Background: an optimization exercise with open tools, aiming at small area, a short achievable clock period and few clock cycles per item. Do not read the settings as production practice.
The RTL was checked by simulation tests, not by an equivalence proof against the original design.

## yarrow
==> flow/design.v (excerpt) <==
module turbo_dec_top (
    input  wire logic                      clk_p_i,
    input  wire logic                      reset_n_i,
    input  wire logic                      in_valid_i,
    input  wire turbo_llr_pkg::ch_sample_t sys_i,
    input  wire turbo_llr_pkg::ch_sample_t par1_i,
    input  wire turbo_llr_pkg::ch_sample_t par2_i,
    output logic                           in_ready_o,
    output turbo_llr_pkg::info_bits_t      dec_bits_o,
    output logic                           done_o
);
==> flow/config.mk <==
export PLATFORM = sky130hd
export DESIGN_NAME = turbo_dec_top
export DESIGN_NICKNAME = turbo_dec_top
export VERILOG_FILES = /design/flow/design.v
export SDC_FILE = /design/flow/constraint.sdc
export NUM_CORES = 4
export LEC_CHECK = 0
export ABC_AREA = 1
export CAP_MARGIN = 20
export CORE_MARGIN = 2
export CORE_UTILIZATION = 55
export SLEW_MARGIN = 20
==> flow/constraint.sdc <==
create_clock -name core_clock -period 20.0 [get_ports {clk_p_i}]
set_input_delay 4.0000 -clock core_clock [delete_from_list [all_inputs] [get_ports {clk_p_i}]]
set_output_delay 4.0000 -clock core_clock [all_outputs]
set_load 0.01 [all_outputs]
standard.sh (not shown) runs the stock make flow with config.mk's settings and CLKGATE_MAP_FILE= SYNTH_SCRIPT=/design/flow/synth_recipe.tcl, a recipe that flattens the netlist after the stock synthesis.
==> flow/flow/run.sh <==
#!/bin/bash
# The standard layout, with the timing repair asked to leave a setup
# margin so that it also works on paths that already meet the clock
set -euo pipefail
export SETUP_SLACK_MARGIN=11
export SKIP_GATE_CLONING=1
bash standard.sh > standard.log 2>&1
In summary, yarrow completed successfully, with a layout that passed the timing, design-rule and antenna checks.
Testbench counts of yarrow, summed over its fixed seeds: cycles 48,036, items 1,920.
Here is what was changed in the inputs of sierra compared with yarrow.
# yarrow
export LEC_CHECK = 0
export ABC_AREA = 1
export CAP_MARGIN = 20
export CORE_MARGIN = 2
export CORE_UTILIZATION = 55
export SLEW_MARGIN = 20
create_clock -name core_clock -period 20.0 [get_ports {clk_p_i}]
# sierra
export LEC_CHECK = 0
export ABC_AREA = 1
export CAP_MARGIN = 20
export CORE_MARGIN = 2
export CORE_UTILIZATION = 40
export CTS_BUF_LIST = sky130_fd_sc_hd__clkbuf_8
export SLEW_MARGIN = 20
create_clock -name core_clock -period 20.0 [get_ports {clk_p_i}]
diff --git a/flow/flow/run.sh b/flow/flow/run.sh
--- a/flow/flow/run.sh
+++ b/flow/flow/run.sh
@@ -5 +5 @@
-export SETUP_SLACK_MARGIN=11
+export SETUP_SLACK_MARGIN=13
Findings:
Compared with yarrow, in sierra utilization of the core after routing went down by 11 points; worst setup timing slack at the placement stage went down by 0.24 ns. Looking at global-route usage, sierra sits 9.4 points below yarrow. Of yarrow and sierra, the run reporting the lower clock latency of the later-clocked register in the worst-skew pair was yarrow. sierra reports its worst setup path startpoint as siso_i.fg_p_q[3] while yarrow reports siso_i.mb1a_q[2]. Changes observed in sierra relative to yarrow: routed wire length higher; largest fanout on the critical path has decreased; normalized max-slew margin moved up.
The inputs of indigo differ from those of sierra as listed below.
# sierra
export LEC_CHECK = 0
export ABC_AREA = 1
export CAP_MARGIN = 20
export CORE_MARGIN = 2
export CORE_UTILIZATION = 40
export CTS_BUF_LIST = sky130_fd_sc_hd__clkbuf_8
export SLEW_MARGIN = 20
create_clock -name core_clock -period 20.0 [get_ports {clk_p_i}]
# indigo
export LEC_CHECK = 0
export ABC_AREA = 1
export CAP_MARGIN = 20
export CORE_MARGIN = 2
export CORE_UTILIZATION = 40
export SLEW_MARGIN = 20
create_clock -name core_clock -period 20.0 [get_ports {clk_p_i}]
diff --git a/flow/flow/run.sh b/flow/flow/run.sh
--- a/flow/flow/run.sh
+++ b/flow/flow/run.sh
@@ -5 +5 @@
-export SETUP_SLACK_MARGIN=13
+export SETUP_SLACK_MARGIN=12
==> comparison <==
Having completed the whole flow, indigo delivered a layout that passed the timing, design-rule and antenna checks.
fa_2 as the cell with the biggest individual delay on the critical path was reported by sierra, and dfrtp_4 by indigo.
Clock skew (higher): sierra
Starting DRC count in detailed routing for indigo is higher than for sierra.
Changes observed in indigo relative to sierra: fraction of area in clock buffers and inverters higher; total of fill cells in the finished design higher; area taken by multi-input logic gates lower.
Critical path depth went down by more than half going from sierra to indigo.
Diff sierra -> indigo: flip-flop and latch count saw little to no change; amount of wire on met3 after detailed routing saw a decrease.
Going from sierra to indigo, number of CTS-inserted buffers shrank by more than a quarter.
NOTE: met2 track utilization from global routing in indigo falls short of that of sierra
## Diff of input files: zinc against indigo
diff --git a/flow/flow/run.sh b/flow/flow/run.sh
--- a/flow/flow/run.sh
+++ b/flow/flow/run.sh
@@ -5 +5 @@
-export SETUP_SLACK_MARGIN=12
+export SETUP_SLACK_MARGIN=11
Notes after the runs:
Looking at critical path depth across indigo and zinc, the one that comes out higher is zinc. zinc -> indigo: full die area flat. Changes observed in zinc relative to indigo: final area now sits lower, routed length on met2 now sits at about the same level.
The following lists how tundra was set up differently from zinc:
# zinc
export LEC_CHECK = 0
export ABC_AREA = 1
export CAP_MARGIN = 20
export CORE_MARGIN = 2
export CORE_UTILIZATION = 40
export SLEW_MARGIN = 20
create_clock -name core_clock -period 20.0 [get_ports {clk_p_i}]
# tundra
export LEC_CHECK = 0
export CAP_MARGIN = 20
export CORE_MARGIN = 2
export CORE_UTILIZATION = 40
export SLEW_MARGIN = 20
create_clock -name core_clock -period 20.0 [get_ports {clk_p_i}]
--- outcome ---
Compare tundra and zinc | mapped cell area lower: tundra. tundra has less setup slack than zinc. In the flow results for tundra and zinc, the buffering overhead is smaller on zinc.

-- port drivers added, routing unchanged --
The flow's constraints put no driver on any port. The routed layouts listed below were extracted and timed again, unchanged, in two steps.
Step 1, drivers: a clkbuf_16 drives clk_p_i and a buf_2 each remaining input, both assumed.
Step 2 adds t to the input delays and takes it off the output delays; t is the mean of the earliest and latest rising clock arrival at the registers after step 1. Input paths then give back, and output paths get back, about the clock's delay inside the block.
Slacks: no drivers / after step 1 / after step 2; pairs: no drivers / after step 1.
run | t (ns) | setup slack, ns | worst register clock-pin slew, ns | cell pins on the clock port's net
yarrow | 0.758 | 11.690 / 11.690 / 11.690 | 0.07 / 0.07 | 1
sierra | 0.892 | 13.087 / 13.087 / 13.087 | 0.08 / 0.08 | 1
indigo | 0.744 | 12.451 / 12.451 / 12.451 | 0.07 / 0.07 | 1
zinc | 0.746 | 11.690 / 11.690 / 11.690 | 0.07 / 0.07 | 1
tundra | 0.746 | 11.328 / 11.328 / 11.328 | 0.07 / 0.07 | 1
After both steps setup and hold are still met in every run listed.
